From an optimization exercise on the open Yosys and OpenROAD flow, aimed at small area, a short achievable clock period and few clock cycles per item; shortcuts taken in it are not production practice.
RTL that was checked went through simulation tests only; none was proved equivalent to the original.
For run 7, only the layout was checked, not whether the RTL still works.

[design/flow/flow/run.sh]
#!/bin/bash
# Layout flow: the standard flow with these changes:
# - synthesis: the standard flow's synthesis script (flow/synth.tcl) with ABC mapping by flow/map.abc,
#   run into syn/; its netlist is then handed to the standard flow as SYNTH_NETLIST_FILES;
# - the ports are buffered by the smallest buffer cell (buf_1);
# - clock tree synthesis adds no dummy loads, uses clkbuf_8 and clusters up to 14 sinks;
set -euo pipefail
here=$(pwd)
export FLOW_ABC_SCRIPT=$here/flow/map.abc
make -C "$FLOW_HOME" DESIGN_CONFIG="$here/config.mk" WORK_HOME="$here/syn" CLKGATE_MAP_FILE= \
  SYNTH_SCRIPT="$here/flow/synth.tcl" synth > synth.log 2>&1
export SYNTH_NETLIST_FILES=$here/syn/results/$FLOW_PLATFORM/xtea_core/base/1_2_yosys.v
export BUFFER_PORTS_ARGS="-buffer_cell sky130_fd_sc_hd__buf_1"
export CTS_ARGS="-sink_clustering_enable -repair_clock_nets -dont_use_dummy_load -buf_list {sky130_fd_sc_hd__clkbuf_8} -sink_clustering_size 14 -sink_clustering_max_diameter 80"
export SETUP_SLACK_MARGIN=7.3
bash standard.sh > flow.log 2>&1
[design/flow/flow/map.abc]
&get -n
&st
&dch
&nf {D}
&put
buffer
upsize {D}
dnsize {D}
[design/flow/flow/synth.tcl]
# The standard flow's synthesis script (synth_recipe.tcl) with one change: Yosys's abc calls map the logic
# with the ABC script named by $::env(FLOW_ABC_SCRIPT) instead of ORFS's abc_speed.script.
proc synth {args} { yosys synth -nofsm -noshare {*}$args }
proc abc {args} {
  set i [lsearch -exact $args -script]
  if {$i >= 0} {
    set args [lreplace $args $i [expr {$i + 1}] -script $::env(FLOW_ABC_SCRIPT)]
  }
  yosys abc {*}$args
}
source $::env(SCRIPTS_DIR)/synth.tcl
# left out here: clear keep_hierarchy, flatten, clean up, hide names made inside functions, write 1_2_yosys.v
[design/flow/standard.sh]
#!/bin/bash
# synth_recipe.tcl (not shown) runs the flow's synth.tcl, then flattens the netlist and writes it again
# the make line also repeats each setting of config.mk as NAME=value (left out here)
make -C /OpenROAD-flow-scripts/flow DESIGN_CONFIG=/design/flow/config.mk WORK_HOME=/design/flow/orfs CLKGATE_MAP_FILE= SYNTH_SCRIPT=/design/flow/synth_recipe.tcl "${@:-finish}"
[design/flow/config.mk]
export PLATFORM = sky130hd
export DESIGN_NAME = xtea_core
export DESIGN_NICKNAME = xtea_core
export VERILOG_FILES = /design/flow/design.v
export SDC_FILE = /design/flow/constraint.sdc
export NUM_CORES = 4
export LEC_CHECK = 0
export CAP_MARGIN = 20
export CORE_MARGIN = 2
export CORE_UTILIZATION = 55
export SLEW_MARGIN = 20
[design/flow/constraint.sdc]
create_clock -name core_clock -period 12.0 [get_ports {clock}]
set_input_delay 2.4000 -clock core_clock [delete_from_list [all_inputs] [get_ports {clock}]]
set_output_delay 2.4000 -clock core_clock [all_outputs]
set_load 0.01 [all_outputs]
[design/flow/design.v]
module xtea_core (
    input  logic         clock,
    input  logic         reset_n,
    input  logic         in_valid,
    output logic         in_ready,
    input  logic         mode,
    input  logic [31:0]  data_in1,
    input  logic [31:0]  data_in2,
    input  logic [127:0] key_in,
    output logic         out_valid,
    input  logic         out_ready,
    output logic [31:0]  data_out1,
    output logic [31:0]  data_out2,
    output logic         busy
);
    localparam logic [31:0] DELTA   = 32'h9E3779B9;
    logic         prep;     
    logic         post;     
    logic         run;      
    logic         full;     
    logic         nrdy;     
    logic         ph;       
    logic         mode_q;
    logic [31:0]  x;
    logic [31:0]  y;
    logic [5:0]   n;        
    logic [31:0]  kk;       
    logic [127:0] key_q;
    logic         idle;
    logic         prep_nx;
    logic         run_nx;
    logic         post_nx;
    logic         full_nx;
    logic         idle_nx;
    logic         accept;
    logic         last;
    logic [1:0]   idx;      
    logic [5:0]   n_nx;
    logic         ph_nx;
    logic [1:0]   idx_nx;
    logic [31:0]  sum;      
    logic [31:0]  sums [33];
    logic [31:0]  kw;
    logic [31:0]  mx;
    logic [31:0]  y_new;
    function automatic logic [31:0] add_bk(input logic [31:0] a, input logic [31:0] b,
                                           input logic cin);
        logic [32:0] gg;
        logic [32:0] pp;
        logic [31:0] p;
        p  = a ^ b;
        gg = {a & b, cin};
        pp = {p, 1'b0};
        for (int d = 1; d < 33; d = d * 2) begin
            for (int i = 2 * d - 1; i < 33; i = i + 2 * d) begin
                gg[i] = gg[i] | (pp[i] & gg[i - d]);
                pp[i] = pp[i] & pp[i - d];
            end
        end
        for (int d = 16; d >= 1; d = d / 2) begin
            for (int i = 3 * d - 1; i < 33; i = i + 2 * d) begin
                gg[i] = gg[i] | (pp[i] & gg[i - d]);
                pp[i] = pp[i] & pp[i - d];
            end
        end
        add_bk = p ^ gg[31:0];
    endfunction
    assign idle      = !prep && !run && !post;
    assign in_ready  = !nrdy;
    assign accept    = in_valid && in_ready;
    assign out_valid = full;
    assign busy      = prep || run || post || full;
    for (genvar i = 0; i < 33; i++) begin : g_sum
        assign sums[i] = 32'(i * DELTA);
    end
    assign sum = sums[n];
    always_comb begin
        if (idle) begin
            n_nx   = mode ? 6'd32 : 6'd0;
            ph_nx  = 1'b0;
            idx_nx = mode ? sums[32][12:11] : sums[0][1:0];
        end else begin
            n_nx   = ph ? n : (mode_q ? n - 6'd1 : n + 6'd1);
            ph_nx  = !ph;
            idx_nx = (ph_nx ^ mode_q) ? sums[n_nx][12:11] : sums[n_nx][1:0];
        end
    end
    always_comb begin
        case (idx)
            2'd0:    kw = key_q[127:96];
            2'd1:    kw = key_q[95:64];
            2'd2:    kw = key_q[63:32];
            default: kw = key_q[31:0];
        endcase
    end
    assign mx    = ((y << 4) ^ (y >> 5)) + y;
    assign y_new = x + (mx ^ kk ^ {32{mode_q}}) + {31'd0, mode_q};
    assign last    = !ph && (mode_q ? (n == 6'd0) : n[5]);
    assign prep_nx = accept;
    assign run_nx  = prep || (run && !last);
    assign post_nx = run && last && mode_q;
    assign full_nx = (run && last && !mode_q) || post || (full && !out_ready);
    assign idle_nx = !prep_nx && !run_nx && !post_nx;
    always_ff @(posedge clock or negedge reset_n) begin
        if (!reset_n) begin
            prep   <= 1'b0;
            run    <= 1'b0;
            post   <= 1'b0;
            full   <= 1'b0;
            nrdy   <= 1'b0;
        end else begin
            prep   <= prep_nx;
            run    <= run_nx;
            post   <= post_nx;
            full   <= full_nx;
            nrdy   <= !(idle_nx && !full_nx);
        end
    end
    always_ff @(posedge clock) begin
        if (run) begin
            x <= y;
            y <= y_new;
        end else if (accept) begin
            x      <= data_in1;
            y      <= data_in2;
            mode_q <= mode;
        end else if ((prep && mode_q) || post) begin
            x <= y;
            y <= x;
        end
        if (idle) key_q <= key_in;
        n   <= n_nx;
        ph  <= ph_nx;
        idx <= idx_nx;
        kk <= add_bk(sum, kw, 1'b0);
    end
    assign data_out1 = x;
    assign data_out2 = y;
endmodule
==> metrics.md, run 1 <==
| Metric | Value |
|---|---|
| Initial core utilization | 55.7% |
| Hold Crit Class | reg -> reg |
| ANT nets after route | 0 |
| Core Area | 26800 sq um |
| Worst Path Class, Setup | reg -> reg |
| Placed Instances | 1995 |
| GRT overflow | 0 |
| FF+latch area | 6750 sq um |
| Period minus WS final | 4.54 ns |
| Synthesized area | 14900 sq um |
| Core Util, Final | 63.9% |
| CTS Buf Count | 21 |
| Area of the multi-input gates | 8160 sq um |
| Max_cap viols | 0 |
| Fin cells | 2044 |
| CP Launch Type | flip-flop |
| F_max | 220 MHz |
| Core Rows | 60 |
| # hold bufs at CTS | 0 |
| Cell count after synthesis | 1427 |
| Die Wd | 169 microns |
| Area delta synth->final | 14.8% |
| Die H | 169 microns |
| Syn nets | 1739 |
| Required time of the critical path | 12.33 ns |
| CP peak stage delay | 0.54 ns |
| Diode count | 0 |
| Initial antenna violation count | 0 |
| First-pass GRT wire length | 62.5 mm |
| Critical-path top delay cell | edfxtp_1 |
| Via/cell ratio | 6.11 |
| IO buf count | 263 |
| Setup WS pre-CTS | 6.92 ns |
| HP Start | full$_DFF_PN0_ |
| Fill count | 2232 |
| Rel. slew slack | 34.9% |
| Routed WL | 41.8 mm |
| Fin Clk Skew | 0.0290 ns |
| GRT Overall Usage | 27.8% |
| CTS tree | yes |
| Detailed Routing Iterations Pass 1 | 8 |
| Status | no timing/DRC/antenna violations |
| Clock Path Buffers | 3 |
| Share of layout cells above drive strength 1 | 10.4% |
| Clock root cell | clkbuf_8 |
| RSZ-0062 raised after global routing | yes |
| Critical Path End Type | flip-flop |
| Worst path cell trace | xor2_1 > ha_1 > nand2_2 > a2111oi_4 > a211oi_2 > buf_4 > o31ai_4 > a21boi_4 > o31ai_4 > a21oi_2 > xnor2_2 > ha_4 > nand4_1 > and4b_1 > a211oi_2 > xnor2_1 > a222oi_1 > inv_1 |
| Final setup vio count | 0 |
| Total die area | 28500 sq um |
| Reg-to-reg startpoint | y[6]$_DFFE_PP_ |
| I/O Pins | 264 |
| Avg Inst Size Synth | 10.5 sq um |
| Drt initial violations | 1205 |
| Vias in the first global route | 11743 |
| Largest net degree at the start of global routing | 77 |
| YS warnings | 0 |
| Final worst slack | 7.46 ns |
| CTS clock-pin slew for the worst setup and hold paths | 0.10 ns |
| Hold Vio Cnt, Final | 0 |
| Clk Latency, worst-skew pair | 0.55 ns |
| Setup tns final | 0 ns |
| Routed len/inst | 20.4 microns |
| CP max FO | 5 |
| Slew Limit Fails | 0 |
| Final HPWL DP | 31.9 mm |
| Worst Tran Pin Value | 0.976 ns |
| Placer Congestion | 1.02 |
| Final routed DRC violation total | 0 |
| # H-tree levels | 1 |
| Nets | 2017 |
| CTS sink count | 239 |
| Crit path DAT | 4.87 ns |
| Final period util | 37.9% |
| Vias after detailed routing | 12485 |
| CP startpoint | y[6]$_DFFE_PP_ |
## through the flow
| stage | hold WS (ns) | instance area (sq um) |
|---|---|---|
| final | 0.531 | 17100 |
| after global routing | 0.551 | 17100 |
| after CTS | 0.534 | 16600 |
| after detailed placement | 0.518 | 16300 |
| after global placement | 0.511 | 16300 |
| after floorplan | 0.427 | 14900 |
## worst paths after layout
check                                   to  slack [ns]  cells after the start
max                        y[27]$_DFFE_PP_        7.46                     18
min reg2reg                 full$_DFF_PN0_        0.53                      2
max in group asynchronous   full$_DFF_PN0_       10.09                      1
min in group asynchronous   prep$_DFF_PN0_        1.67                      1
min                         full$_DFF_PN0_        0.53                      2
max reg2reg                y[27]$_DFFE_PP_        7.46                     18
## per-layer routing
metal  global-route usage [%]  part of all wire [%]  vias up
met3                     3.65                   7.2       97
met2                     47.6                    48      581
met1                     36.4                    41     5923
li1                         -                     -     5884
met4                     9.97                   3.8        0
met5                        0                     0        -
## area by class of cell
cell class,instances,share of cell area [%]
Timing Repair Buffer,303,7.54
Tap cell,341,2.49
Clock buffer,21,1.69
Inverter,56,1.23
Multi-Input combinational cell,1084,47.7
Sequential cell,239,39.4
## worst max-delay path, delay by kind of cell (launching register included)
| kind | cells | cell delay [ns] |
|---|---|---|
| fa+ha+maj | 2 | 0.66 |
| flops | 1 | 0.54 |
| compound gates | 8 | 1.79 |
| simple gates | 3 | 0.52 |
| buf+inv | 2 | 0.22 |
| xor+xnor | 3 | 0.57 |
## timing repair
item	in CTS	in global routing
pin swaps	0	33
setup buffers	0	28
gates resized for setup	5	77
endpoints found under the setup margin	9	20
## layout by cell type, fill, tap and decap left out, types with 9 or more instances in the layout
cell and count:
a22oi_1 11, a21o_1 9, mux2_2 32, and2_1 14
fa_1 17, inv_1 56, a222oi_1 49, nand2_1 126
a21oi_1 109, o21ai_1 18, xnor2_1 105, nand3_1 44
and3_1 14, nor2_1 101, nor4_1 19, a21oi_2 10
clkbuf_8 21, nand4_1 31, buf_4 39, dfxtp_1 38
edfxtp_1 193, nor3_1 24, ha_1 90, buf_1 263
o21a_1 19, o21ai_0 33, xor2_1 63
## sequential cells by signal (all words and copies together) (netlist names)
name    count
full        1
idx         2
key_q     128
kk         32
mode_q      1
n           6
nrdy        1
ph          1
post        1
prep        1
run         1
x          32
y          32
Testbench counts, summed over its fixed seeds: cycles 25,917, items 384.
==> run 2: changes to the inputs <==
--- a/design/flow/flow/run.sh
+++ b/design/flow/flow/run.sh
@@ -12,5 +12,5 @@
 export SYNTH_NETLIST_FILES=$here/syn/results/$FLOW_PLATFORM/xtea_core/base/1_2_yosys.v
 export BUFFER_PORTS_ARGS="-buffer_cell sky130_fd_sc_hd__buf_1"
 export CTS_ARGS="-sink_clustering_enable -repair_clock_nets -dont_use_dummy_load -buf_list {sky130_fd_sc_hd__clkbuf_8} -sink_clustering_size 14 -sink_clustering_max_diameter 80"
-export SETUP_SLACK_MARGIN=7.3
+export SETUP_SLACK_MARGIN=7.4
 bash standard.sh > flow.log 2>&1
==> metrics.md, run 2 <==
| Metric | Value |
|---|---|
| Largest net degree at the start of global routing | 77 (unchanged) |
| Detailed Routing Iterations Pass 1 | 8 (unchanged) |
| CTS clock-pin slew for the worst setup and hold paths | 0.10 ns (about the same) |
| Syn nets | 1739 (unchanged) |
| Worst Path Class, Setup | reg -> reg |
| Placer Congestion | 1.02 (unchanged) |
| Drt initial violations | 1050 (-13%) |
| Diode count | 0 (unchanged) |
| RSZ-0062 raised after global routing | yes |
| CTS Buf Count | 21 (unchanged) |
| Largest register by flop count | key_q |
| Routed len/inst | 20.4 microns (-0.34%) |
| Status | no timing/DRC/antenna violations |
| GRT overflow | 0 (unchanged) |
| Area delta synth->final | 14.4% |
| Worst Tran Pin Value | 0.831 ns (-0.145 ns) |
| Required time of the critical path | 12.32 ns (about the same) |
| Met1 Resource Use GR | 36.4% (unchanged) |
| Largest register FFs | 128 (unchanged) |
| Synthesized area | 14900 sq um (unchanged) |
| M3 GR Usage | 3.74% (+0.094 points) |
| Avg Inst Size Synth | 10.5 sq um (unchanged) |
| I/O Pins | 264 (unchanged) |
| GR Util met2 | 47.7% (+0.089 points) |
| Die Wd | 169 microns (unchanged) |
| Vias in the first global route | 11789 (+0.39%) |
| Die H | 169 microns (unchanged) |
| Most common cell after layout, fill and taps aside | buf_1 |
| CP max FO | 5 (unchanged) |
| Fin Clk Skew | 0.0302 ns (+0.00121 ns) |
| Final setup vio count | 0 (unchanged) |
| Critical Path End Type | flip-flop |
| Period minus WS final | 4.44 ns (-0.103 ns) |
| Fill count | 2236 (+0.18%) |
| Clk Latency, worst-skew pair | 0.55 ns (about the same) |
| # H-tree levels | 1 (unchanged) |
| Max_cap viols | 0 (unchanged) |
| Most frequent cells in the layout | buf_1 (263), edfxtp_1 (193), nand2_1 (130) |
| Initial core utilization | 55.7% (unchanged) |
| First-pass GRT wire length | 62.7 mm (+0.24%) |
| Clock root cell | clkbuf_8 |
| Final period util | 37.0% (-0.86 points) |
| IO buf count | 263 (unchanged) |
| Hold Vio Cnt, Final | 0 (unchanged) |
| Nets | 2018 (+0.050%) |
| Final routed DRC violation total | 0 (unchanged) |
| Core Rows | 60 (unchanged) |
| Core Area | 26800 sq um (unchanged) |
| CTS tree | yes |
| ANT nets after route | 0 (unchanged) |
| F_max | 225 MHz (+2.3%) |
| Hold Crit Class | reg -> reg |
| Total die area | 28500 sq um (unchanged) |
| Initial antenna violation count | 0 (unchanged) |
| CP Launch Type | flip-flop |
| GRT busiest layer | met2 |
| Share of layout cells above drive strength 1 | 9.92% (-0.48 points) |
| GRT Overall Usage | 27.9% (+0.051 points) |
| Rel. slew slack | 44.6% (+9.7 points) |
| YS warnings | 0 (unchanged) |
| Setup tns final | 0 ns (unchanged) |
| Cell count after synthesis | 1427 (unchanged) |
| Routed WL | 41.6 mm (-0.29%) |
| Slew Limit Fails | 0 (unchanged) |
| Final HPWL DP | 31.9 mm (unchanged) |
| CTS sink count | 239 (unchanged) |
| Via/cell ratio | 6.08 (-0.51%) |
| Vias after detailed routing | 12428 (-0.46%) |
| Clock Path Buffers | 3 (unchanged) |
| Crit path DAT | 4.76 ns (-0.11 ns) |
[run 2: changes by cell type in the layout (fill, tap and decap cells not counted), moves of 2 or more]
| cell | previous run | this run |
|---|---|---|
| a21oi_2 | 10 | 7 |
| ha_1 | 90 | 94 |
| ha_4 | 4 | 0 |
| nand2_2 | 8 | 5 |
| nor2_4 | 2 | 4 |
| o21ai_1 | 18 | 16 |
| xnor2_2 | 6 | 4 |
| nand2_1 | 126 | 130 |
| xnor2_1 | 105 | 107 |
| a21oi_1 | 109 | 112 |
[run 2: final timing paths]
kind	start	to	slack, ns	cells after the start
max in group asynchronous	reset_n	full$_DFF_PN0_	10.08	1
worst max register to register	y[9]$_DFFE_PP_	y[27]$_DFFE_PP_	7.56	17
min in group asynchronous	reset_n	prep$_DFF_PN0_	1.67	1
worst min register to register	full$_DFF_PN0_	full$_DFF_PN0_	0.53	2
worst max-delay path	y[9]$_DFFE_PP_	y[27]$_DFFE_PP_	7.56	17
worst min-delay path	full$_DFF_PN0_	full$_DFF_PN0_	0.53	2
[run 2: metal layers]
| metal | wire, microns | part of all wire [%] | vias up |
|---|---|---|---|
| li1 | - | - | 5876 |
| met1 | 16900 | 41 | 5889 |
| met2 | 20100 | 48 | 568 |
| met3 | 3000 | 7.2 | 95 |
| met4 | 1660 | 4.0 | 0 |
| met5 | 0 | 0 | - |
[run 2: what timing repair did]
action | 4_1_cts | 5_1_grt
pin swaps | 0 | 22
hold buffers | 0 | 0
hold endpoints to repair | 0 | 0
buffers inserted | 0 | 29
resized for setup | 14 | 57
endpoints found under the setup margin | 16 | 25
[run 2: area by class of cell]
cell class / count / area [sq um] / area share (%)
flip-flops and latches: 239 / 6750 / 39.5
multi-input cells: 1084 / 8090 / 47.4
well taps: 341 / 427 / 2.50
repair buffers: 304 / 1300 / 7.61
inverters: 56 / 210 / 1.23
clock buffers: 21 / 289 / 1.69
[run 2: stage by stage]
step | hold slack [ns] | cells | worst slack (ns) | cell area [sq um] | util (%)
after floorplan | 0.427 | 1427 | 7.75 | 14900 | -
after global placement | 0.511 | 1995 | 6.93 | 16300 | 60.6
after detailed placement | 0.518 | 1995 | 6.92 | 16300 | 60.6
after CTS | 0.534 | 2016 | 7.41 | 16600 | 61.9
after global routing | 0.550 | 2045 | 7.34 | 17100 | 63.7
final | 0.532 | 2045 | 7.56 | 17100 | 63.7
[run 2: worst max-delay path, cell delays in order (launching register included)]
cell       delay [ns]
edfxtp_1         0.49
xor2_1           0.20
ha_1             0.37
nand4_1          0.19
a2111oi_4        0.37
a211oi_2         0.10
o31ai_4          0.35
a21boi_2         0.14
o31ai_4          0.27
a21oi_2          0.13
xnor2_2          0.17
ha_1             0.38
nand4_1          0.19
nor4_1           0.33
a211oi_2         0.10
xnor2_1          0.14
a222oi_1         0.23
inv_1            0.06
==> run 3: changes to the inputs <==
==> design/flow/flow/map.abc (replaced) <==
&get -n
&st
&dch -f
&nf
&put
buffer
upsize
dnsize
==> metrics.md, run 3 <==
| Metric | Value |
|---|---|
| CTS tree | yes |
| Share of layout cells above drive strength 1 | 9.94% (+0.020 points) |
| Detailed Routing Iterations Pass 1 | 9 (+1) |
| Cell count after synthesis | 1489 (+4.3%) |
| Initial antenna violation count | 0 (unchanged) |
| Diode count | 0 (unchanged) |
| Crit path DAT | 4.80 ns (+0.04 ns) |
| Via/cell ratio | 6.18 (+1.7%) |
| YS warnings | 0 (unchanged) |
| Clk Latency, worst-skew pair | 0.55 ns (about the same) |
| Nets | 2085 (+3.3%) |
| First-pass GRT wire length | 65.8 mm (+5.0%) |
| GRT overflow | 0 (unchanged) |
| Setup WS pre-CTS | 6.86 ns (-0.0645 ns) |
| Hold Crit Class | reg -> reg |
| CP peak stage delay | 0.54 ns (+0.05 ns) |
| Vias after detailed routing | 13047 (+5.0%) |
| CTS Buf Count | 22 (+4.8%) |
| CP Launch Type | flip-flop |
| Vias in the first global route | 12379 (+5.0%) |
| Worst Path Class, Setup | reg -> reg |
| Final worst slack | 7.48 ns (-0.0747 ns) |
| I/O Pins | 264 (unchanged) |
| Largest net degree at the start of global routing | 80 (+3.9%) |
| Die Wd | 170 microns (+0.59%) |
| CP bufs+invs | 0 (-1) |
| Drt initial violations | 1408 (+34%) |
| Final HPWL DP | 33.9 mm (+6.5%) |
| Largest register by flop count | key_q |
| Hold Vio Cnt, Final | 0 (unchanged) |
| Most frequent cells in the layout | buf_1 (263), edfxtp_1 (193), nand2_1 (165) |
| CTS sink count | 239 (unchanged) |
| GRT Overall Usage | 29.2% (+1.3 points) |
| Largest register FFs | 128 (unchanged) |
| Critical-path top delay cell | edfxtp_1 |
| # H-tree levels | 1 (unchanged) |
| Setup tns final | 0 ns (unchanged) |
| Status | no timing/DRC/antenna violations |
| RSZ-0062 raised after global routing | yes |
| ANT nets after route | 0 (unchanged) |
| Worst Tran Pin Value | 0.867 ns (+0.0367 ns) |
| Core Area | 27000 sq um (+0.56%) |
| Avg Inst Size Synth | 10.1 sq um (-3.0%) |
| Worst path cell trace | ha_1 > fa_1 > nand3_1 > nand2_1 > a21oi_2 > o21ai_2 > a21oi_1 > xnor2_1 > ha_1 > nand2_1 > o21ai_0 > a21oi_1 > o21ai_0 > a21oi_1 > o21ai_0 > xnor2_1 > o21ai_0 |
| Total die area | 28800 sq um (+1.2%) |
| Required time of the critical path | 12.29 ns (-0.03 ns) |
| Top cell by count, worst path | o21ai_0 |
| F_max | 221 MHz (-1.7%) |
| Clock Path Buffers | 3 (unchanged) |
| Final routed DRC violation total | 0 (unchanged) |
| CTS clock-pin slew for the worst setup and hold paths | 0.10 ns (about the same) |
| Most common cell after layout, fill and taps aside | buf_1 |
| Cell family with most CP delay | compound AO/OA/AOI/OAI gates |
| Core Rows | 60 (unchanged) |
| Period minus WS final | 4.52 ns (+0.0747 ns) |
| Initial core utilization | 56.0% (+0.36 points) |
| Clock root cell | clkbuf_8 |
| Core Util, Final | 64.0% (+0.31 points) |
| Routed len/inst | 20.7 microns (+1.9%) |
| Slew Limit Fails | 0 (unchanged) |
| Routed WL | 43.8 mm (+5.2%) |
| Max_cap viols | 0 (unchanged) |
| # hold bufs at CTS | 0 (unchanged) |
| Final period util | 37.6% (+0.62 points) |
| Synthesized area | 15100 sq um (+1.2%) |
| IO buf count | 263 (unchanged) |
| Placer Congestion | 1.02 (-0.59%) |
| Die H | 170 microns (+0.59%) |
| Final setup vio count | 0 (unchanged) |
| Critical Path End Type | flip-flop |
| Fin Clk Skew | 0.0584 ns (+0.0282 ns) |
| Area delta synth->final | 14.2% |
| Syn nets | 1801 (+3.6%) |
| CP max FO | 5 (unchanged) |
| Rel. slew slack | 41.6% (-3.1 points) |
-- run 3: cell types whose count changed in the layout (fill, tap and decap cells not counted), sizes merged, moves of 5 or more --
| cell | previous run | this run |
|---|---|---|
| nand2 | 135 | 172 |
| a211oi | 8 | 2 |
| o21ai | 53 | 109 |
| buf | 304 | 310 |
| inv | 56 | 61 |
| nor2 | 111 | 93 |
| nand3 | 46 | 57 |
| or4 | 1 | 6 |
| and2 | 15 | 6 |
| o21a | 20 | 8 |
-- run 3: layout make-up --
type	instances	area [sq um]
clock buffer	22	303
fill	2192	9710
inverter	61	229
multi-input combinational	1138	8150
sequential	239	6760
tap	341	427
timing repair buffer	311	1370
-- run 3: path summary, 6_finish.rpt --
path                                   end            from  slack [ns]  cells after the start
max                        y[31]$_DFFE_PP_  y[5]$_DFFE_PP_        7.48                     17
min                         prep$_DFF_PN0_  nrdy$_DFF_PN0_        0.51                      1
max reg2reg                y[31]$_DFFE_PP_  y[5]$_DFFE_PP_        7.48                     17
min reg2reg                 prep$_DFF_PN0_  nrdy$_DFF_PN0_        0.51                      1
max in group asynchronous    run$_DFF_PN0_         reset_n       10.06                      1
min in group asynchronous   post$_DFF_PN0_         reset_n        1.69                      1
-- run 3: per-layer routing --
layer  global-route usage (%)  routed length (microns)  vias up
li1                         -                        -     6110
met1                     36.6                    17200     6152
met2                     50.9                    21400      652
met3                     3.66                     3050      133
met4                     12.7                     2140        0
met5                        0                        0        -
-- run 3: through the flow --
stage / instances / cell area, sq um / hold WS (ns)
after global placement: 2054 / 16400 / 0.461
after CTS: 2076 / 16800 / 0.514
final: 2112 / 17200 / 0.509
after global routing: 2112 / 17200 / 0.536
after detailed placement: 2054 / 16400 / 0.502
after floorplan: 1489 / 15100 / 0.427
-- run 3: what timing repair did --
item | 4_1_cts | 5_1_grt
setup endpoints to repair | 18 | 28
gates resized for setup | 22 | 57
pin swaps | 0 | 12
buffers inserted | 0 | 36
endpoints found under the hold margin | 0 | 0
==> run 4: changes to the inputs <==
==> design/flow/flow/map.abc (replaced) <==
&get -n
&st
&dch -f
&nf -p
&put
buffer
upsize
dnsize
==> metrics.md, run 4 <==
| Metric | Value |
|---|---|
| Worst hold margin | 0.476 ns (-0.0325 ns) |
| GRT overflow | 0 (unchanged) |
| Die H | 170 microns (about the same) |
| Most frequent cells in the layout | buf_1 (263), edfxtp_1 (193), nand2_1 (170) |
| GRT Overall Usage | 29.2% (+0.036 points) |
| Final HPWL DP | 33.9 mm (-0.11%) |
| Largest register by flop count | key_q |
| Die Wd | 170 microns (about the same) |
| Rel. slew slack | 35.5% (-6.0 points) |
| Vias in the first global route | 12307 (-0.58%) |
| Area delta synth->final | 13.3% |
| Core Util, Final | 63.4% (-0.56 points) |
| Post-route cell area | 17100 sq um (-0.88%) |
| F_max | 224 MHz (+1.2%) |
| CP max FO | 10 (+5) |
| Avg Inst Size Synth | 10.1 sq um (about the same) |
| Final setup vio count | 0 (unchanged) |
| Worst Tran Pin Value | 0.967 ns (+0.0996 ns) |
| CTS tree | yes |
| Worst path cell trace | inv_1 > ha_1 > nand3_1 > nand2_1 > nor2_1 > nand3_1 > or4_1 > ha_1 > a21oi_1 > o21ai_1 > a21oi_2 > o31ai_2 > a21o_1 > a31oi_4 > o21ai_2 > a31o_2 > fa_1 > xor2_1 |
| CTS clock-pin slew for the worst setup and hold paths | 0.09 ns (about the same) |
| First-pass GRT wire length | 65.5 mm (-0.43%) |
| Drt initial violations | 1396 (-0.85%) |
| Most common cell after layout, fill and taps aside | buf_1 |
| Initial core utilization | 56.0% (about the same) |
| Placer Congestion | 1.06 (+3.6%) |
| Clk Latency, worst-skew pair | 0.56 ns (about the same) |
| DP Area | 16400 sq um (about the same) |
| Total die area | 28800 sq um (about the same) |
| Slew Limit Fails | 0 (unchanged) |
| Final period util | 37.2% (-0.46 points) |
| Core Area | 27000 sq um (unchanged) |
| Initial antenna violation count | 1 (+1) |
| Routed len/inst | 20.7 microns (about the same) |
| Setup tns final | 0 ns (unchanged) |
| ANT nets after route | 0 (unchanged) |
| Vias after detailed routing | 12908 (-1.1%) |
| Crit path DAT | 4.90 ns (+0.10 ns) |
| Final worst slack | 7.54 ns (+0.0557 ns) |
| Largest register FFs | 128 (unchanged) |
| CP Launch Type | flip-flop |
| Critical-path top delay cell | or4_1 |
| Routed WL | 43.5 mm (-0.62%) |
| Hold Crit Class | reg -> reg |
| Cell count after synthesis | 1487 (-0.13%) |
| Critical Path End Type | flip-flop |
| Period minus WS final | 4.46 ns (-0.0557 ns) |
| Max_cap viols | 0 (unchanged) |
| CP peak stage delay | 0.45 ns (-0.09 ns) |
| Syn nets | 1799 (-0.11%) |
| Required time of the critical path | 12.44 ns (+0.15 ns) |
| Fin Clk Skew | 0.0239 ns (-0.0345 ns) |
| IO buf count | 263 (unchanged) |
| Hold Vio Cnt, Final | 0 (unchanged) |
| Synthesized area | 15100 sq um (about the same) |
| Nets | 2070 (-0.72%) |
| Detailed Routing Iterations Pass 1 | 8 (-1) |
| # H-tree levels | 1 (unchanged) |
| CTS Buf Count | 21 (-4.5%) |
| CTS sink count | 239 (unchanged) |
| Share of layout cells above drive strength 1 | 8.83% (-1.1 points) |
| Core Rows | 60 (unchanged) |
| Final routed DRC violation total | 0 (unchanged) |
| Setup WS pre-CTS | 6.83 ns (-0.0294 ns) |
| RSZ-0062 raised after global routing | yes |
| Largest net degree at the start of global routing | 81 (+1.3%) |
| YS warnings | 0 (unchanged) |
| Fill count | 2253 (+2.8%) |
| Worst Path Class, Setup | reg -> reg |
| Clock root cell | clkbuf_8 |
| Clock Path Buffers | 3 (unchanged) |
| Via/cell ratio | 6.15 (-0.41%) |
| I/O Pins | 264 (unchanged) |
| Status | no timing/DRC/antenna violations |
## run 4: cell count changes in the layout (fill, tap and decap cells not counted), sizes merged, moves of 2 or more
cell and delta:
nor4 +2, buf -12, nand2b +4, nand4 -5, clkbuf -2, nand4b +2
## run 4: routing by layer
layer  wire length (microns)  up-vias  GRT usage, %
li1                        -     6070             -
met3                    3280      130          4.31
met1                   17200     6039          36.8
met5                       0        -             0
met2                   21000      669          50.3
met4                    2060        0          12.6
## run 4: what timing repair did
item / CTS / global route
pin swaps: 0 / 11
setup buffers: 5 / 19
hold buffers: 0 / 0
setup endpoints to repair: 21 / 27
gates resized for setup: 21 / 47
## run 4: worst paths after layout
kind                                       from        endpoint  slack (ns)  depth (start not counted)
worst min register to register   nrdy$_DFF_PN0_  prep$_DFF_PN0_        0.48                          1
worst min-delay path             nrdy$_DFF_PN0_  prep$_DFF_PN0_        0.48                          1
worst max register to register  n[1]$_SDFF_PP0_  kk[30]$_DFF_P_        7.54                         18
worst max-delay path            n[1]$_SDFF_PP0_  kk[30]$_DFF_P_        7.54                         18
min in group asynchronous               reset_n  nrdy$_DFF_PN0_        1.67                          1
max in group asynchronous               reset_n  full$_DFF_PN0_       10.09                          1
## run 4: through the flow
stage | instances
global route | 2097
floorplan | 1487
detailed placement | 2052
CTS | 2078
finish | 2098
global placement | 2052
## run 4: final cells by class
| type | count | area (sq um) | share of cell area (%) |
|---|---|---|---|
| multi-input cells | 1137 | 8130 | 47.6 |
| flip-flops and latches | 239 | 6750 | 39.5 |
| diodes | 1 | 2.50 | 0.0146 |
| well taps | 341 | 427 | 2.50 |
| repair buffers | 298 | 1260 | 7.39 |
| clock buffers | 21 | 289 | 1.69 |
| inverters | 61 | 229 | 1.34 |
## run 4: critical path, delay by kind of cell, from the launching register on
kind	cells	cell delay (ns)
buffers and inverters	1	0.11
DFF	1	0.41
adders and majority gates	3	1.06
and+or+nand+nor	5	1.15
AOI/OAI and AO/OA	8	1.45
xor gates and xnor gates	1	0.17
==> run 5: changes to the inputs <==
==> design/flow/flow/run.sh (replaced) <==
#!/bin/bash
# Layout flow: the standard flow with these changes:
# - synthesis: the standard flow's synthesis script (flow/synth.tcl) with ABC mapping by flow/map.abc,
#   run into syn/; its netlist is then handed to the standard flow as SYNTH_NETLIST_FILES;
# - the ports are buffered by the smallest buffer cell (buf_1);
# - clock tree synthesis adds no dummy loads, uses clkbuf_8 and clusters up to 17 sinks;
set -euo pipefail
here=$(pwd)
export FLOW_ABC_SCRIPT=$here/flow/map.abc
make -C "$FLOW_HOME" DESIGN_CONFIG="$here/config.mk" WORK_HOME="$here/syn" CLKGATE_MAP_FILE= \
  SYNTH_SCRIPT="$here/flow/synth.tcl" synth > synth.log 2>&1
export SYNTH_NETLIST_FILES=$here/syn/results/$FLOW_PLATFORM/xtea_core/base/1_2_yosys.v
export BUFFER_PORTS_ARGS="-buffer_cell sky130_fd_sc_hd__buf_1"
export CTS_ARGS="-sink_clustering_enable -repair_clock_nets -dont_use_dummy_load -buf_list {sky130_fd_sc_hd__clkbuf_8} -sink_clustering_size 17 -sink_clustering_max_diameter 80"
export SETUP_SLACK_MARGIN=7.3
bash standard.sh > flow.log 2>&1
==> design/flow/flow/map.abc (replaced) <==
&get -n
&st
&dch
&nf {D}
&put
buffer
upsize {D}
dnsize {D}
==> metrics.md, run 5 <==
| Metric | Value |
|---|---|
| Final period util | 38.0% (+0.80 points) |
| Area delta synth->final | 14.2% |
| Die H | 169 microns (-0.55%) |
| Worst Path Class, Setup | reg -> reg |
| CTS Buf Count | 19 (-9.5%) |
| GRT busiest layer | met2 |
| Clock root cell | clkbuf_8 |
| IO buf count | 263 (unchanged) |
| Largest net degree at the start of global routing | 77 (-4.9%) |
| YS warnings | 0 (unchanged) |
| Crit path DAT | 4.88 ns (-0.02 ns) |
| Detailed Routing Iterations Pass 1 | 6 (-2) |
| Slew Limit Fails | 0 (unchanged) |
| CP bufs+invs | 2 (+1) |
| M3 GR Usage | 3.55% (-0.76 points) |
| Via/cell ratio | 6.08 (-1.2%) |
| Die Wd | 169 microns (-0.55%) |
| CP Launch Type | flip-flop |
| Cell family with most CP delay | compound AO/OA/AOI/OAI gates |
| Placed Instances | 1995 (-2.8%) |
| CTS clock-pin slew for the worst setup and hold paths | 0.11 ns (+0.02 ns) |
| Share of layout cells above drive strength 1 | 9.89% (+1.1 points) |
| GR Util met2 | 48.3% (-2.0 points) |
| Critical Path End Type | flip-flop |
| FF-to-FF path depth | 18 (unchanged) |
| Worst Hold Depth | 2 (+1) |
| GRT Overall Usage | 27.9% (-1.3 points) |
| Fin Clk Skew | 0.0442 ns (+0.0203 ns) |
| Most common cell after layout, fill and taps aside | buf_1 |
| Final routed DRC violation total | 0 (unchanged) |
| Fin cells | 2039 (-2.8%) |
| Status | no timing/DRC/antenna violations |
| Crit. path cell count | 18 (unchanged) |
| F_max | 219 MHz (-2.1%) |
| Vias in the first global route | 11806 (-4.1%) |
| Period minus WS final | 4.56 ns (+0.0964 ns) |
| CP max FO | 6 (-4) |
| Core Area | 26800 sq um (-0.56%) |
| Fill count | 2229 (-1.1%) |
| Most frequent cells in the layout | buf_1 (263), edfxtp_1 (193), nand2_1 (127) |
| First-pass GRT wire length | 62.8 mm (-4.2%) |
| Clock Path Buffers | 3 (unchanged) |
| Core Rows | 60 (unchanged) |
| Hold Crit Class | reg -> reg |
| Largest register FFs | 128 (unchanged) |
| Initial antenna violation count | 0 (-1) |
| Total die area | 28500 sq um (-1.1%) |
| Setup tns final | 0 ns (unchanged) |
| GRT overflow | 0 (unchanged) |
| Placer Congestion | 1.02 (-2.9%) |
| Worst path cell trace | xor2_1 > ha_1 > nand2_2 > a2111oi_4 > a211oi_2 > buf_4 > o31ai_4 > a21boi_2 > o31ai_4 > a21oi_2 > xnor2_2 > ha_4 > nand4_1 > and4b_1 > a211oi_2 > xnor2_1 > a222oi_1 > inv_1 |
| Final HPWL DP | 31.9 mm (-6.0%) |
| Vias after detailed routing | 12392 (-4.0%) |
| Initial core utilization | 55.7% (-0.33 points) |
| Nets | 2012 (-2.8%) |
| Required time of the critical path | 12.32 ns (-0.12 ns) |
| Critical-path top delay cell | edfxtp_1 |
| Routed WL | 41.5 mm (-4.6%) |
| Cell count after synthesis | 1427 (-4.0%) |
| Routed len/inst | 20.4 microns (-1.9%) |
| Hold Vio Cnt, Final | 0 (unchanged) |
| CP peak stage delay | 0.56 ns (+0.11 ns) |
| Clk Latency, worst-skew pair | 0.56 ns (about the same) |
| Max_cap viols | 0 (unchanged) |
| Rel. slew slack | 34.7% (-0.88 points) |
| Synthesized area | 14900 sq um (-1.1%) |
| RSZ-0062 raised after global routing | yes |
| ANT nets after route | 0 (unchanged) |
| Drt initial violations | 1105 (-21%) |
| CTS sink count | 239 (unchanged) |
| I/O Pins | 264 (unchanged) |
| Largest register by flop count | key_q |
| Diode count | 0 (-1) |
| Worst Tran Pin Value | 0.980 ns (+0.0132 ns) |
| Syn nets | 1739 (-3.3%) |
| Met1 Resource Use GR | 36.3% (-0.51 points) |
| Avg Inst Size Synth | 10.5 sq um (+3.0%) |
| Final setup vio count | 0 (unchanged) |
| Worst hold margin | 0.532 ns (+0.0560 ns) |
| # H-tree levels | 1 (unchanged) |
| CTS tree | yes |
==> run 5: cell count changes in the layout (fill, tap and decap cells not counted), sizes merged, moves of 4 or more <==
cell	previous run	this run
a221o	0	4
nand2	173	135
o21a	8	20
a21o	5	9
nand3	56	46
a211oi	2	8
a21oi	116	120
nor2	93	111
and2	6	15
inv	61	56
o22a	0	4
o21ai	109	53
a222oi	53	49
or4	6	1
==> run 5: worst reg2reg max path, delay by kind of cell, from the launching register on <==
| kind | cells | cell delay [ns] |
|---|---|---|
| AO/OA/AOI/OAI | 8 | 1.79 |
| adder cells (fa/ha/maj) | 2 | 0.66 |
| AND/OR/NAND/NOR | 3 | 0.52 |
| flip-flops | 1 | 0.56 |
| buffers and inverters | 2 | 0.22 |
| XOR/XNOR | 3 | 0.58 |
==> run 5: area by class of cell <==
type | count | area (sq um) | area share, %
Clock buffer | 19 | 262 | 1.54
Inverter | 56 | 210 | 1.23
Multi-Input combinational cell | 1084 | 8120 | 47.7
Sequential cell | 239 | 6750 | 39.6
Tap cell | 341 | 427 | 2.50
Timing Repair Buffer | 300 | 1270 | 7.45
==> run 5: repair_timing <==
item | 4_1_cts | 5_1_grt
pin swaps | 0 | 30
hold buffers | 0 | 0
resized for setup | 6 | 67
setup buffers | 0 | 25
endpoints found under the setup margin | 8 | 20
==> run 5: metal layers <==
layer	part of all wire (%)	up-vias
met3	6.7	91
li1	-	5867
met1	41	5885
met4	3.5	0
met5	0	-
met2	49	549
==> run 5: worst paths after layout <==
path | slack (ns) | startpoint | endpoint
setup reg to reg | 7.44 | y[6]$_DFFE_PP_ | y[27]$_DFFE_PP_
setup / recovery | 7.44 | y[6]$_DFFE_PP_ | y[27]$_DFFE_PP_
max in group asynchronous | 10.07 | reset_n | post$_DFF_PN0_
hold / removal | 0.53 | full$_DFF_PN0_ | full$_DFF_PN0_
min in group asynchronous | 1.69 | reset_n | nrdy$_DFF_PN0_
hold reg to reg | 0.53 | full$_DFF_PN0_ | full$_DFF_PN0_
==> run 5: through the flow <==
step | utilization (%) | instance area (sq um) | worst slack (ns)
after floorplan | - | 14900 | 7.75
after global placement | 60.6 | 16300 | 6.93
after detailed placement | 60.6 | 16300 | 6.92
after CTS | 61.7 | 16500 | 7.31
after global routing | 63.6 | 17000 | 7.26
final | 63.6 | 17000 | 7.44
==> run 6: changes to the inputs <==
--- a/design/flow/flow/run.sh
+++ b/design/flow/flow/run.sh
@@ -12,5 +12,5 @@
 export SYNTH_NETLIST_FILES=$here/syn/results/$FLOW_PLATFORM/xtea_core/base/1_2_yosys.v
 export BUFFER_PORTS_ARGS="-buffer_cell sky130_fd_sc_hd__buf_1"
 export CTS_ARGS="-sink_clustering_enable -repair_clock_nets -dont_use_dummy_load -buf_list {sky130_fd_sc_hd__clkbuf_8} -sink_clustering_size 17 -sink_clustering_max_diameter 80"
-export SETUP_SLACK_MARGIN=7.3
+export SETUP_SLACK_MARGIN=7.4
 bash standard.sh > flow.log 2>&1
==> metrics.md, run 6 <==
| Metric | Value |
|---|---|
| Clock root cell | clkbuf_8 |
| F_max | 225 MHz (+2.3%) |
| Area delta synth->final | 14.2% (about the same) |
| Worst Path Class, Setup | reg -> reg |
| CP max FO | 5 (-1) |
| Rel. slew slack | 43.8% (+9.1 points) |
| Avg Inst Size Synth | 10.5 sq um (unchanged) |
| Final period util | 37.1% (-0.85 points) |
| Final routed DRC violation total | 0 (unchanged) |
| Initial antenna violation count | 0 (unchanged) |
| Most frequent cells in the layout | buf_1 (263), edfxtp_1 (193), nand2_1 (130) |
| Fin cells | 2043 (+0.20%) |
| Largest net degree at the start of global routing | 77 (unchanged) |
| CTS tree | yes |
| Nets | 2016 (+0.20%) |
| CTS Buf Count | 19 (unchanged) |
| Synthesized area | 14900 sq um (unchanged) |
| Final HPWL DP | 31.9 mm (unchanged) |
| Slew Limit Fails | 0 (unchanged) |
| Setup WS pre-CTS | 6.92 ns (unchanged) |
| IO buf count | 263 (unchanged) |
| Largest register FFs | 128 (unchanged) |
| Final setup vio count | 0 (unchanged) |
| Diode count | 0 (unchanged) |
| Most common cell after layout, fill and taps aside | buf_1 |
| Vias in the first global route | 11837 (+0.26%) |
| CTS clock-pin slew for the worst setup and hold paths | 0.11 ns (about the same) |
| Core Rows | 60 (unchanged) |
| Period minus WS final | 4.45 ns (-0.102 ns) |
| Initial core utilization | 55.7% (unchanged) |
| # hold bufs at CTS | 0 (unchanged) |
| HP Start | full$_DFF_PN0_ |
| ANT nets after route | 0 (unchanged) |
| Drt initial violations | 1091 (-1.3%) |
| Via/cell ratio | 6.10 (+0.40%) |
| CP startpoint | y[9]$_DFFE_PP_ |
| DP Area | 16300 sq um (unchanged) |
| Fill count | 2230 (+0.045%) |
| GRT overflow | 0 (unchanged) |
| Cell count after synthesis | 1427 (unchanged) |
| Placed Instances | 1995 (unchanged) |
| RSZ-0062 raised after global routing | yes |
| Hold Vio Cnt, Final | 0 (unchanged) |
| Crit path DAT | 4.78 ns (-0.10 ns) |
| FF-to-FF path depth | 17 (-1) |
| FF+latch area | 6750 sq um (unchanged) |
| Core Area | 26800 sq um (unchanged) |
| Worst Tran Pin Value | 0.843 ns (-0.137 ns) |
| Hold Crit Class | reg -> reg |
| Critical Path End Type | flip-flop |
| Status | no timing/DRC/antenna violations |
| Die H | 169 microns (unchanged) |
| Placer Congestion | 1.02 (unchanged) |
| CP Launch Type | flip-flop |
| Required time of the critical path | 12.32 ns (about the same) |
| Clock Path Buffers | 3 (unchanged) |
| Routed WL | 41.5 mm (-0.13%) |
| Reg-to-reg startpoint | y[9]$_DFFE_PP_ |
| R2r setup slk | 7.55 ns (+0.10 ns) |
| CTS sink count | 239 (unchanged) |
| Fin Clk Skew | 0.0449 ns (+0.000747 ns) |
| Syn nets | 1739 (unchanged) |
| # H-tree levels | 1 (unchanged) |
| Post-route cell area | 17000 sq um (about the same) |
| Detailed Routing Iterations Pass 1 | 8 (+2) |
| Vias after detailed routing | 12466 (+0.60%) |
| Worst R2R End | y[27]$_DFFE_PP_ |
| YS warnings | 0 (unchanged) |
| Share of layout cells above drive strength 1 | 9.87% (-0.023 points) |
| Total die area | 28500 sq um (unchanged) |
| First-pass GRT wire length | 62.9 mm (+0.26%) |
| GRT Overall Usage | 28.0% (+0.081 points) |
| Max_cap viols | 0 (unchanged) |
| Largest register by flop count | key_q |
| Die Wd | 169 microns (unchanged) |
| Clk Latency, worst-skew pair | 0.56 ns (about the same) |
| I/O Pins | 264 (unchanged) |
| Setup tns final | 0 ns (unchanged) |
| Routed len/inst | 20.3 microns (-0.33%) |
| Worst setup path endpoint | y[27]$_DFFE_PP_ |
| Area of the multi-input gates | 8100 sq um (-0.29%) |
| Final worst slack | 7.55 ns (+0.102 ns) |
-- run 6: changes by cell type in the layout (fill, tap and decap cells not counted), moves of 3 or more --
cell     change
nand2_1      +3
ha_1         +4
buf_4        +4
xnor2_1      +3
xnor2_2      -3
-- run 6: per-stage QoR --
step / utilization (%) / hold slack [ns]
after floorplan: - / 0.427
after global placement: 60.6 / 0.511
after detailed placement: 60.6 / 0.518
after CTS: 61.8 / 0.534
after global routing: 63.6 / 0.571
final: 63.6 / 0.531
-- run 6: repair_timing --
action	in CTS	in global routing
endpoints found under the setup margin	14	26
setup buffers	1	28
gates resized for setup	13	60
pin swaps	0	22
gates cloned	0	0
hold endpoints to repair	0	0
-- run 6: worst min-delay path by stage --
stage	slack, ns	endpoint	depth (start not counted)
finish	0.53	full$_DFF_PN0_	2
global route	0.57	prep$_DFF_PN0_	1
CTS	0.53	full$_DFF_PN0_	2
detailed placement	0.52	run$_DFF_PN0_	1
global placement	0.51	full$_DFF_PN0_	2
floorplan	0.43	prep$_DFF_PN0_	1
-- run 6: per-layer routing --
metal,track usage (%),up-vias,part of all wire (%)
met3,3.69,98,6.9
li1,-,5881,-
met1,36.3,5909,41
met5,0,-,0
met4,10.0,0,3.8
met2,48.3,578,48
-- run 6: final cells by class --
| class | count | area share, % |
|---|---|---|
| Multi-Input combinational cell | 1084 | 47.5 |
| Sequential cell | 239 | 39.6 |
| Timing Repair Buffer | 304 | 7.62 |
| Tap cell | 341 | 2.50 |
| Clock buffer | 19 | 1.53 |
| Inverter | 56 | 1.23 |
-- run 6: worst max-delay path, stage by stage (launching register included) --
cell,delay [ns]
edfxtp_1,0.50
xor2_1,0.21
ha_1,0.37
nand4_1,0.18
a2111oi_4,0.37
a211oi_2,0.10
o31ai_4,0.34
a21boi_2,0.14
o31ai_4,0.24
a21oi_2,0.11
xnor2_1,0.27
ha_1,0.34
nand4_1,0.18
and4b_1,0.23
a211oi_2,0.26
xnor2_1,0.10
a222oi_1,0.23
inv_1,0.06
==> run 7: changes to the inputs <==
--- a/design/flow/design.v
+++ b/design/flow/design.v
@@ -18,7 +18,8 @@
     logic         post;     
     logic         run;      
     logic         full;     
-    logic         nrdy;     
+    logic         nrdy_a;   
+    logic         rdy_b;    
     logic         ph;       
     logic         mode_q;
     logic [31:0]  x;
@@ -66,7 +67,7 @@
         add_bk = p ^ gg[31:0];
     endfunction
     assign idle      = !prep && !run && !post;
-    assign in_ready  = !nrdy;
+    assign in_ready  = !nrdy_a || (rdy_b && out_ready);
     assign accept    = in_valid && in_ready;
     assign out_valid = full;
     assign busy      = prep || run || post || full;
@@ -94,7 +95,7 @@
         endcase
     end
     assign mx    = ((y << 4) ^ (y >> 5)) + y;
-    assign y_new = x + (mx ^ kk ^ {32{mode_q}}) + {31'd0, mode_q};
+    assign y_new = x + (mx ^ kk) + {31'd0, mode_q};
     assign last    = !ph && (mode_q ? (n == 6'd0) : n[5]);
     assign prep_nx = accept;
     assign run_nx  = prep || (run && !last);
@@ -107,32 +108,34 @@
             run    <= 1'b0;
             post   <= 1'b0;
             full   <= 1'b0;
-            nrdy   <= 1'b0;
+            nrdy_a <= 1'b0;
+            rdy_b  <= 1'b0;
         end else begin
             prep   <= prep_nx;
             run    <= run_nx;
             post   <= post_nx;
             full   <= full_nx;
-            nrdy   <= !(idle_nx && !full_nx);
+            nrdy_a <= !(idle_nx && !full_nx);
+            rdy_b  <= idle_nx && full_nx;
         end
     end
     always_ff @(posedge clock) begin
-        if (run) begin
-            x <= y;
-            y <= y_new;
-        end else if (accept) begin
+        if (accept) begin
             x      <= data_in1;
             y      <= data_in2;
             mode_q <= mode;
         end else if ((prep && mode_q) || post) begin
             x <= y;
             y <= x;
+        end else if (run) begin
+            x <= y;
+            y <= y_new;
         end
         if (idle) key_q <= key_in;
         n   <= n_nx;
         ph  <= ph_nx;
         idx <= idx_nx;
-        kk <= add_bk(sum, kw, 1'b0);
+        kk <= add_bk(sum, kw, 1'b0) ^ {32{mode_q}};
     end
     assign data_out1 = x;
     assign data_out2 = y;
==> design/flow/flow/run.sh (replaced) <==
#!/bin/bash
# Layout flow: the standard flow with these changes:
# - synthesis: the standard flow's synthesis script (flow/synth.tcl) with ABC mapping by flow/map.abc,
#   run into syn/; its netlist is then handed to the standard flow as SYNTH_NETLIST_FILES;
# - the ports are buffered by the smallest buffer cell (buf_1);
# - clock tree synthesis adds no dummy loads and uses clkbuf_8;
# - timing repair aims at a setup slack of SETUP_SLACK_MARGIN.
# Logs: synth.log (synthesis make output), flow.log (the standard flow's make output), and
# ORFS's per-step logs under syn/logs and orfs/logs.
set -euo pipefail
here=$(pwd)
export FLOW_ABC_SCRIPT=$here/flow/map.abc
make -C "$FLOW_HOME" DESIGN_CONFIG="$here/config.mk" WORK_HOME="$here/syn" CLKGATE_MAP_FILE= \
  SYNTH_SCRIPT="$here/flow/synth.tcl" synth > synth.log 2>&1
export SYNTH_NETLIST_FILES=$here/syn/results/$FLOW_PLATFORM/xtea_core/base/1_2_yosys.v
export BUFFER_PORTS_ARGS="-buffer_cell sky130_fd_sc_hd__buf_1"
export CTS_ARGS="-sink_clustering_enable -repair_clock_nets -dont_use_dummy_load -buf_list {sky130_fd_sc_hd__clkbuf_8} -sink_clustering_size 14 -sink_clustering_max_diameter 80"
export SETUP_SLACK_MARGIN=6.8
bash standard.sh > flow.log 2>&1
--- a/design/flow/config.mk
+++ b/design/flow/config.mk
@@ -7,5 +7,5 @@
 export LEC_CHECK = 0
 export CAP_MARGIN = 20
 export CORE_MARGIN = 2
-export CORE_UTILIZATION = 55
+export CORE_UTILIZATION = 40
 export SLEW_MARGIN = 20
==> metrics.md, run 7 <==
| Metric | Value |
|---|---|
| CP max FO | 2 (-3) |
| YS warnings | 0 (unchanged) |
| Routed len/inst | 19.0 microns (-6.3%) |
| Routed WL | 44.5 mm (+7.2%) |
| Total die area | 39800 sq um (+40%) |
| Placed Instances | 2313 (+16%) |
| Die H | 199 microns (+18%) |
| Hold Vio Cnt, Final | 0 (unchanged) |
| Worst setup path endpoint | in_ready |
| Final worst slack | 6.85 ns (-0.695 ns) |
| Via/cell ratio | 5.46 (-10%) |
| Largest register by flop count | key_q |
| Setup tns final | 0 ns (unchanged) |
| CP Launch Type | input pin |
| Vias after detailed routing | 12771 (+2.4%) |
| Synthesized area | 15300 sq um (+2.4%) |
| FF-to-FF path depth | 17 (unchanged) |
| CTS sink count | 240 (+0.42%) |
| Share of layout cells above drive strength 1 | 4.05% (-5.8 points) |
| Status | no timing/DRC/antenna violations |
| CTS Buf Count | 22 (+3) |
| Most frequent cells in the layout | buf_1 (262), nand2_1 (258), edfxtp_1 (193) |
| Drt initial violations | 699 (-36%) |
| Placer Congestion | 0.982 (-4.1%) |
| Diode count | 0 (unchanged) |
| GRT overflow | 0 (unchanged) |
| Slew Limit Fails | 0 (unchanged) |
| Reg-to-reg startpoint | y[5]$_DFFE_PP_ |
| # H-tree levels | 1 (unchanged) |
| Required time of the critical path | 9.60 ns (-2.72 ns) |
| Nets | 2140 (+6.2%) |
| Max_cap viols | 0 (unchanged) |
| Initial antenna violation count | 1 (+1) |
| IO buf count | 263 (unchanged) |
| Worst Path Class, Setup | in -> out |
| F_max | 194 MHz (-14%) |
| Initial core utilization | 40.5% (-15 points) |
| Vias in the first global route | 12545 (+6.0%) |
| Detailed Routing Iterations Pass 1 | 5 (-3) |
| Post-route cell area | 17100 sq um (+0.54%) |
| DP Area | 16800 sq um (+3.4%) |
| CTS tree | yes |
| ANT nets after route | 0 (unchanged) |
| CTS clock-pin slew for the worst setup and hold paths | 0.09 ns (-0.02 ns) |
| R2r setup slk | 7.03 ns (-0.52 ns) |
| HP Start | run$_DFF_PN0_ |
| Rel. slew slack | 15.8% (-28 points) |
| Syn nets | 1894 (+8.9%) |
| Clk Latency, worst-skew pair | 0.60 ns (+0.04 ns) |
| Final HPWL DP | 35.1 mm (+10%) |
| First-pass GRT wire length | 68.1 mm (+8.2%) |
| Clock Path Buffers | 3 (unchanged) |
| Area delta synth->final | 12.2% |
| RSZ-0062 raised after global routing | yes |
| GRT Overall Usage | 22.0% (-6.0 points) |
| Largest net degree at the start of global routing | 75 (-2.6%) |
| Core Rows | 71 (+18%) |
| Period minus WS final | 5.15 ns (+0.695 ns) |
| Core Area | 37700 sq um (+41%) |
| Avg Inst Size Synth | 9.65 sq um (-7.6%) |
| Worst hold margin | 0.607 ns (+0.0760 ns) |
| Worst Tran Pin Value | 1.25 ns (+0.405 ns) |
| Crit path DAT | 2.75 ns (-2.03 ns) |
| I/O Pins | 264 (unchanged) |
| Core Util, Final | 45.5% (-18 points) |
| Die Wd | 199 microns (+18%) |
| Final period util | 42.9% (+5.8 points) |
| CP startpoint | out_ready |
| Worst R2R End | y[30]$_DFFE_PP_ |
| # hold bufs at CTS | 0 (unchanged) |
| Fin Clk Skew | 0.0850 ns (+0.0401 ns) |
| Setup WS pre-CTS | 6.81 ns (-0.108 ns) |
| Clock root cell | clkbuf_8 |
| Final routed DRC violation total | 0 (unchanged) |
| Largest register FFs | 128 (unchanged) |
| Most common cell after layout, fill and taps aside | buf_1 |
| Fin cells | 2337 (+14%) |
| Cell count after synthesis | 1582 (+11%) |
| Critical Path End Type | output pin |
| Hold Crit Class | reg -> reg |
| Final setup vio count | 0 (unchanged) |
## run 7: cell count changes in the layout (fill, tap and decap cells not counted), sizes merged, moves of 13 or more
cell / change
o21ai: +48
a222oi: -25
nand2: +126
xnor2: -19
nand3: +15
buf: -25
mux2: -32
nor2: +18
inv: -13
a21oi: +17
## run 7: worst max-delay path, cell delays in order
cell     delay [ns]
buf_1          0.09
nand2_1        0.06
nand2_2        0.07
buf_2          0.12
## run 7: worst min-delay path by stage
stage	endpoint	slack [ns]	depth (start not counted)
after global placement	ph$_SDFF_PP0_	0.58	1
after floorplan	run$_DFF_PN0_	0.50	1
after CTS	ph$_SDFF_PP0_	0.60	1
final	run$_DFF_PN0_	0.61	1
after detailed placement	run$_DFF_PN0_	0.58	1
after global routing	ph$_SDFF_PP0_	0.64	1
## run 7: cell type report
cell class,instances,area [sq um]
fill,3730,20500
multi-input combinational,1242,8150
sequential,240,6770
tap,511,639
timing repair buffer,279,1110
clock buffer,22,303
inverter,43,161
## run 7: metal layers
metal | track usage (%) | share of wire, % | up-vias
met4 | 7.05 | 3.3 | 2
met3 | 2.58 | 5.9 | 85
li1 | - | - | 6242
met2 | 36.9 | 47 | 482
met1 | 29.6 | 44 | 5960
met5 | 0 | 0.025 | -
## run 7: what timing repair did
| action | CTS | global route |
|---|---|---|
| setup endpoints to repair | 0 | 6 |
| setup buffers | 0 | 2 |
| hold endpoints to repair | 0 | 0 |
| gates resized for setup | 0 | 7 |

port drivers added, routing unchanged:
No port has a modelled driver above. Below, the same layouts with a new extraction and two added sets of constraints.
Step 1 assumes that a clkbuf_16 drives the clock port and a buf_2 every other input.
Step 2 adds t to the input delays and takes it off the output delays; t is the mean of the earliest and latest rising clock arrival at the registers after step 1. Input paths then give back, and output paths get back, about the clock's delay inside the block.
Three values: ideal, step 1, step 2; two values: the first two.
run	t (ns)	slack for setup (ns)	worst setup path after step 2	cell pins on the clock port's net
run 1	0.592	7.456 / 7.456 / 7.456	register to register	1
run 2	0.589	7.559 / 7.559 / 7.523	input to register	1
run 3	0.572	7.485 / 7.485 / 7.485	register to register	1
run 4	0.591	7.540 / 7.535 / 7.540	register to register	1
run 5	0.587	7.444 / 7.444 / 7.444	register to register	1
run 6	0.585	7.547 / 7.547 / 7.511	input to register	1
run 7	0.610	6.851 / 6.827 / 6.827	input to output	1
After both steps every run listed still meets setup and hold.
